Source: an optimization exercise on an open RTL-to-GDS flow (aim: small area and a short achievable clock period). Production flows keep margins and buffers that such runs may drop.
Only simulation tests tie the RTL to the original design; equivalence was not proved.
Power and IR drop assume default switching activity.

== rev 12 ==
==> flow/design.v (excerpt) <==
module fb_combiner_n
#(
    parameter int N_CH      = 4,
    parameter int DATA_W    = 15,
    parameter int COEF_W    = 18,
    parameter int FRAC_BITS = 14,
    parameter int OUT_W     = 13,
    parameter int CNT_W     = 8
) (
    input  logic                     clk,
    input  logic                     rst_n,
    input  logic                     trig,
    input  logic [N_CH*DATA_W-1:0]   data_in,
    input  logic [N_CH*COEF_W-1:0]   coef,
    input  logic [N_CH-1:0]          ch_en,
    input  logic [1:0]               mode,
    input  logic [OUT_W-1:0]         const_dac,
    input  logic [2:0]               no_bunches,
    input  logic [3:0]               no_samples,
    input  logic [CNT_W-1:0]         sample_spacing,
    input  logic [CNT_W-1:0]         start_delay,
    input  logic                     sat_clr,
    output logic [OUT_W-1:0]         fb_sgnl,
    output logic                     dac_cond,
    output logic                     busy,
    output logic                     sat_flag
);
    logic       gate;
    logic       g;
    logic [3:0] gsr;
    logic [3:0] vld;         
    logic [20:0] sum_q;      
    logic [12:0] res;        
    logic        sat;        
    logic        drive;
    fb_window_gen #(.CNT_W(CNT_W)) u_win (
        .clk            (clk),
        .rst_n          (rst_n),
        .trig           (trig),
        .no_bunches     (no_bunches),
  ...
For scale: ~3200 cells after synthesis, about 510 flip-flops, ~36000 sq um of cells after synthesis.
clock: 9.0 ns
lec_check: 0
abc_clock_period_in_ps: 2000
cap_margin: 20
core_margin: 2
core_utilization: 60
cts_cluster_diameter: 80
cts_cluster_size: 24
slew_margin: 20
synth_hierarchical: 1
synth_minimum_keep_size: 0
standard.sh (not shown) runs the stock make flow with config.mk's settings and CLKGATE_MAP_FILE= SYNTH_SCRIPT=/design/flow/synth_recipe.tcl, a recipe that flattens the netlist after the stock synthesis.
==> flow/flow/run.sh <==
#!/bin/bash
set -euo pipefail
bash standard.sh SETUP_SLACK_MARGIN=6.2 "BUFFER_PORTS_ARGS=-buffer_cell sky130_fd_sc_hd__buf_1" finish > flow_make.log 2>&1
Here is what was changed in the inputs of rev 13 compared with rev 12.
==> flow/flow/run.sh <==
#!/bin/bash
set -euo pipefail
bash standard.sh SETUP_SLACK_MARGIN=6.3 "BUFFER_PORTS_ARGS=-buffer_cell sky130_fd_sc_hd__buf_1" finish > flow_make.log 2>&1
Findings:
Relative to rev 12, wire length increased by 3.4% in rev 13. Comparing rev 12 and rev 13, the higher fraction of met3 tracks used by global routing is on rev 12. Power: rev 13 draws more than rev 12. Measured against each other, rev 12 and rev 13 differ in post-CTS setup repair buffer count, the higher figure coming from rev 13. Rev 13 has summed area of non-filler cells in the final layout above what rev 12 had.

========
JK:
fb_combiner_n, a different RTL version from the one above (not shown whole).
Size: ~3,100 cells after synthesis, roughly 510 flip-flops, about 190 I/O pins.
clock: 9.0 ns
lec_check: 0
abc_clock_period_in_ps: 2000
cap_margin: 20
core_margin: 2
core_utilization: 60
cts_cluster_diameter: 80
cts_cluster_size: 24
slew_margin: 20
synth_hierarchical: 1
synth_minimum_keep_size: 0
==> flow/flow/run.sh <==
#!/bin/bash
set -euo pipefail
bash standard.sh SETUP_SLACK_MARGIN=6.08 "BUFFER_PORTS_ARGS=-buffer_cell sky130_fd_sc_hd__buf_1" \
  "CTS_ARGS=-sink_clustering_enable -repair_clock_nets -sink_clustering_size 24 -sink_clustering_max_diameter 80 -dont_use_dummy_load" \
  finish > flow_make.log 2>&1
JK reached the end of the flow, and the finished layout is clean on the timing, DRC and antenna checks.
Input changes introduced in MS (baseline for comparison: JK):
- CORE_UTILIZATION changed from 60 to 70
Results
- Between JK and MS, the proportion of cell area occupied by registers figures differ only marginally.
- Compared with JK, in MS count of non-CTS buffers in the layout fell 2.4%, final non-filler cell area fell 0.43%, maximum frequency rose about 0.33%.
- MS: routed wire length lower than JK
- The die of MS is smaller than the one used in JK.
- Compared with JK, MS shows a lower number of diodes.
- Clock-buffer cell count: JK vs MS identical
- Looking at global placement routability congestion across MS and JK, the one that comes out higher is MS.

========
Starting RTL as in the previous note.
export LEC_CHECK = 0
export ABC_CLOCK_PERIOD_IN_PS = 2000
export CAP_MARGIN = 20
export CORE_MARGIN = 2
export CORE_UTILIZATION = 60
export CTS_CLUSTER_DIAMETER = 80
export CTS_CLUSTER_SIZE = 24
export SETUP_SLACK_MARGIN = 5
export SLEW_MARGIN = 20
export SYNTH_HIERARCHICAL = 1
export SYNTH_MINIMUM_KEEP_SIZE = 0
create_clock -name core_clock -period 9.0 [get_ports {clk}]
run.sh (not shown) runs the stock make flow with config.mk's settings and CLKGATE_MAP_FILE= SYNTH_SCRIPT=/design/flow/synth_recipe.tcl, a recipe that flattens the netlist after the stock synthesis.
Stock flow here: none of the scripts above is used.
Then changed:
==> flow/flow/run.sh (new file) <==
#!/bin/bash
set -euo pipefail
bash standard.sh SETUP_SLACK_MARGIN=6.15 "BUFFER_PORTS_ARGS=-buffer_cell sky130_fd_sc_hd__buf_1" \
  "CTS_ARGS=-sink_clustering_enable -repair_clock_nets -sink_clustering_size 24 -sink_clustering_max_diameter 80 -dont_use_dummy_load" \
  finish > flow_make.log 2>&1
==> flow/standard.sh (new file) <==
#!/bin/bash
# synth_recipe.tcl (not shown) runs the flow's synth.tcl, then flattens the netlist and writes it again
# the make line also repeats each setting of config.mk as NAME=value (left out here)
make -C /OpenROAD-flow-scripts/flow DESIGN_CONFIG=/design/flow/config.mk WORK_HOME=/design/flow/orfs CLKGATE_MAP_FILE= SYNTH_SCRIPT=/design/flow/synth_recipe.tcl "${@:-finish}"
- SETUP_SLACK_MARGIN: 5 -> default
removed: flow/run.sh
What happened:
- sequential power hardly moves
- cell area goes down by 3.0%
- total power goes down by 2.4%
- count of clock-buffer cells in the layout goes down by 2
- die area stays the same
- wire length goes up by 0.32%
Then changed:
==> flow/flow/run.sh (replaced) <==
#!/bin/bash
set -euo pipefail
bash standard.sh SETUP_SLACK_MARGIN=6.15 "BUFFER_PORTS_ARGS=-buffer_cell sky130_fd_sc_hd__buf_1" finish > flow_make.log 2>&1
After rerunning:
- non-clock buffer count is unchanged
- sequential share of layout area shrinks by 0.23 points
- critical path depth is unchanged
- wire length hardly moves

-- re-timing with driven ports --
No port has a modelled driver above. Below, the same layouts with a new extraction and two added sets of constraints.
Step 1: set_driving_cell puts a clkbuf_16 on clk and a buf_2 on each other input, an assumption about the parent block.
Step 2 also shifts input and output timing later by t, the mid clock arrival at the registers, as if the neighbouring blocks saw the same clock.
Three values: no drivers, after step 1, after step 2; two values: the first two.
| run | t, ns | setup WS [ns] | cell pins on the clock port's net |
|---|---|---|---|
| rev 12 | 0.695 | 6.054 / 5.984 / 5.565 | 1 |
| rev 13 | 0.647 | 6.099 / 6.033 / 5.644 | 1 |
| JK | 0.675 | 6.065 / 6.001 / 5.499 | 1 |
| MS | 0.666 | 6.075 / 6.012 / 5.521 | 1 |
| the first run of note 3 | 0.683 | 5.426 / 5.466 / 4.782 | 1 |
| the second run of note 3 | 0.680 | 6.061 / 5.996 / 5.460 | 1 |
| the third run of note 3 | 0.696 | 6.057 / 5.991 / 5.469 | 1 |
After both steps every run listed still meets setup and hold. The setup slack of the first run of note 3, which loses most, moves by +0.040 ns with the drivers and by -0.644 ns with both steps.
